What follows belongs to an exercise in optimizing a design on an open flow for small area, a short achievable clock period and few clock cycles; a production flow would make more cautious choices.
At most, simulation tests tie the RTL to the original design; equivalence was not proved.
Power is estimated from default activity; no workload was simulated.

==> flow/design.v (excerpt) <==
module cache_top
(
    input  logic                    clk,
    input  logic                    proc_reset,
    input  logic                    proc_read,
    input  logic                    proc_write,
    input  logic [29:0]             proc_addr,
    input  logic [cache_geom_pkg::WORD_W-1:0]       proc_wdata,
    output logic [cache_geom_pkg::WORD_W-1:0]       proc_rdata,
    output logic                    proc_stall,
    output logic                    mem_read,
    output logic                    mem_write,
    output logic [cache_geom_pkg::BLOCK_ADDR_W-1:0] mem_addr,
    output logic [cache_geom_pkg::BLOCK_W-1:0]      mem_wdata,
    input  logic [cache_geom_pkg::BLOCK_W-1:0]      mem_rdata,
    input  logic                    mem_ready
);
==> module cache_controller, before the edit <==
module cache_controller
(
    input  logic                                     clk,
    input  logic                                     proc_reset,
    input  logic                                     proc_read,
    input  logic                                     proc_write,
    input  logic [cache_geom_pkg::OFFSET_W-1:0]      addr_offset,
    input  logic [3:0]                               match,
    input  logic [3:0]                               match_rd,
    output logic                                     read_n,
    input  logic [cache_geom_pkg::BLOCK_W-1:0]       line_block,
    input  logic [cache_geom_pkg::BLOCK_W-1:0]       mem_rdata,
    input  logic                                     mem_ready,
    output logic                                     fill_we,
    output logic [cache_geom_pkg::WORD_W-1:0]        proc_rdata,
    output logic                                     proc_stall,
    output logic                                     mem_read,
    output logic                                     mem_write,
    output logic [cache_geom_pkg::BLOCK_W-1:0]       mem_wdata
);
    localparam int W = cache_geom_pkg::WORD_W;
    logic line_merged;
    logic hit_n;
    logic req_n;
    logic done_wr;     
    assign read_n  = !proc_read;
    assign req_n   = !(proc_read || proc_write);
    assign done_wr = line_merged && mem_ready;
    cache_gate_nand4v u_hit_n (.a(match), .y(hit_n));
    assign fill_we = mem_ready && hit_n;
    cache_gate_a41oi u_mem_read (.a(match), .b(req_n), .y(mem_read));
    assign mem_write = line_merged;
    assign mem_wdata = line_block;
    always_ff @(posedge clk)
    begin
        if (proc_reset)
        begin
            line_merged <= 1'b0;
        end
        else
        begin
            line_merged <= proc_write && (!hit_n || mem_ready) && !done_wr;
        end
    end
    localparam int NS = 4;
    localparam int SW = W / NS;
    for (genvar sl = 0; sl < NS; sl++)
    begin : g_slice
        logic [cache_geom_pkg::WORDS_PER_BLOCK-1:0]    sel_line;
        logic [cache_geom_pkg::WORDS_PER_BLOCK-1:0]    sel_mem;
        logic [cache_geom_pkg::WORDS_PER_BLOCK*SW-1:0] line_part;
        logic [cache_geom_pkg::WORDS_PER_BLOCK*SW-1:0] mem_part;
        for (genvar k = 0; k < cache_geom_pkg::WORDS_PER_BLOCK; k++)
        begin : g_word
            assign line_part[k*SW +: SW] = line_block[k*W + sl*SW +: SW];
            assign mem_part[k*SW +: SW]  = mem_rdata[k*W + sl*SW +: SW];
        end
        cache_word_decode u_word_decode (
            .addr_offset (addr_offset),
            .mem_ready   (mem_ready),
            .sel_line    (sel_line),
            .sel_mem     (sel_mem)
        );
        cache_word_select #(.SW(SW)) u_word_select (
            .sel_line   (sel_line),
            .sel_mem    (sel_mem),
            .line_block (line_part),
            .mem_rdata  (mem_part),
            .word       (proc_rdata[sl*SW +: SW])
        );
    end
    logic done_mem;
    assign done_mem = mem_ready && (proc_read || line_merged);
    cache_gate_a41oi u_stall (.a(match_rd), .b(done_mem), .y(proc_stall));
endmodule
==> flow/config.mk <==
export PLATFORM = sky130hd
export DESIGN_NAME = cache_top
export DESIGN_NICKNAME = cache_top
export VERILOG_FILES = /design/flow/design.v
export SDC_FILE = /design/flow/constraint.sdc
export NUM_CORES = 4
export LEC_CHECK = 0
export CAP_MARGIN = 20
export CORE_MARGIN = 2
export CORE_UTILIZATION = 45
export CTS_BUF_LIST = sky130_fd_sc_hd__clkbuf_4 sky130_fd_sc_hd__clkbuf_8
export SETUP_SLACK_MARGIN = 2.5
export SLEW_MARGIN = 20
export SYNTH_HIERARCHICAL = 1
==> flow/constraint.sdc <==
create_clock -name core_clock -period 6.0 [get_ports {clk}]
set_input_delay 1.2000 -clock core_clock [delete_from_list [all_inputs] [get_ports {clk}]]
set_output_delay 1.2000 -clock core_clock [all_outputs]
set_load 0.01 [all_outputs]
standard.sh (not shown) runs the stock make flow with config.mk's settings and CLKGATE_MAP_FILE= SYNTH_SCRIPT=/design/flow/synth_recipe.tcl, a recipe that flattens the netlist after the stock synthesis.
==> flow/flow/run.sh <==
#!/bin/bash
# standard layout, with plain buf_1 cells as the port buffers, and slow
# low-power inverters and buffer-pairs kept out of timing repair
set -euo pipefail
W=$(pwd)
PLAT_DONT_USE=$(make -s -C "$FLOW_HOME" DESIGN_CONFIG="$W/config.mk" WORK_HOME="$W/orfs" print-DONT_USE_CELLS | sed -n 's/^DONT_USE_CELLS: *//p')
EXTRA="sky130_fd_sc_hd__clkinvlp_2 sky130_fd_sc_hd__clkinvlp_4 sky130_fd_sc_hd__bufbuf_8 sky130_fd_sc_hd__bufbuf_16 sky130_fd_sc_hd__clkdlybuf4s15_1 sky130_fd_sc_hd__clkdlybuf4s15_2 sky130_fd_sc_hd__clkdlybuf4s18_1 sky130_fd_sc_hd__clkdlybuf4s18_2 sky130_fd_sc_hd__clkdlybuf4s25_1 sky130_fd_sc_hd__clkdlybuf4s25_2 sky130_fd_sc_hd__clkdlybuf4s50_1 sky130_fd_sc_hd__clkdlybuf4s50_2"
echo "DONT_USE_CELLS=$PLAT_DONT_USE $EXTRA" > dont_use.log
bash standard.sh finish DONT_USE_CELLS="$PLAT_DONT_USE $EXTRA" BUFFER_PORTS_ARGS="-buffer_cell sky130_fd_sc_hd__buf_1" > standard_flow.log 2>&1
Testbench counts at the start, summed over its fixed seeds: cycles 62,883.
Edit:
--- a/flow/design.v
+++ b/flow/design.v
@@ -153,9 +153,9 @@
         begin
             line_merged <= proc_write && (!hit_n || mem_ready) && !done_wr;
         end
     end
-    localparam int NS = 4;
+    localparam int NS = 2;
     localparam int SW = W / NS;
     for (genvar sl = 0; sl < NS; sl++)
     begin : g_slice
         logic [cache_geom_pkg::WORDS_PER_BLOCK-1:0]    sel_line;
Effect: The changed run produced a clean layout; design area went up by 0.54%; routed wire length came out higher by 4.9%; clock skew stays flat; synthesized cell count went down by 4.8%; count of clock-buffer cells in the layout rose by 1; setup slack loses 68 ps; area after synthesis decreases by 1.9%; total power came out higher by 1.9%; critical path depth came out higher by 1; hold slack improved by 27 ps.
Only the layout flow was run in the second run of this note; the RTL was not checked for function there.

separate check: timing with driven ports:
Ports are ideal in the flow. The routed layouts listed here were re-timed in OpenROAD. Step 1, drivers: a clkbuf_16 drives clk and a buf_2 each remaining input, both assumed. Step 2 adds t to the input delays and takes it off the output delays; t is the mean of the earliest and latest rising clock arrival at the registers after step 1. Input paths then give back, and output paths get back, about the clock's delay inside the block. a / b / c = ideal / step 1 / step 2; a / b = the first two.
| run | t (ns) | slack for setup (ns) | worst setup path at the end | worst register clock-pin slew, ns | worst data-port slew with drivers (ns) |
|---|---|---|---|---|---|
| the first run | 0.491 | 2.564 / 2.489 / 2.393 | input to register | 0.11 / 0.11 | 0.07 |
| the second run | 0.485 | 2.497 / 2.421 / 2.421 | input to output | 0.10 / 0.10 | 0.08 |
After both steps every run listed still meets setup and hold. For the first run, which loses most, drivers alone change the setup slack by -0.075 ns; drivers and shift together by -0.171 ns.
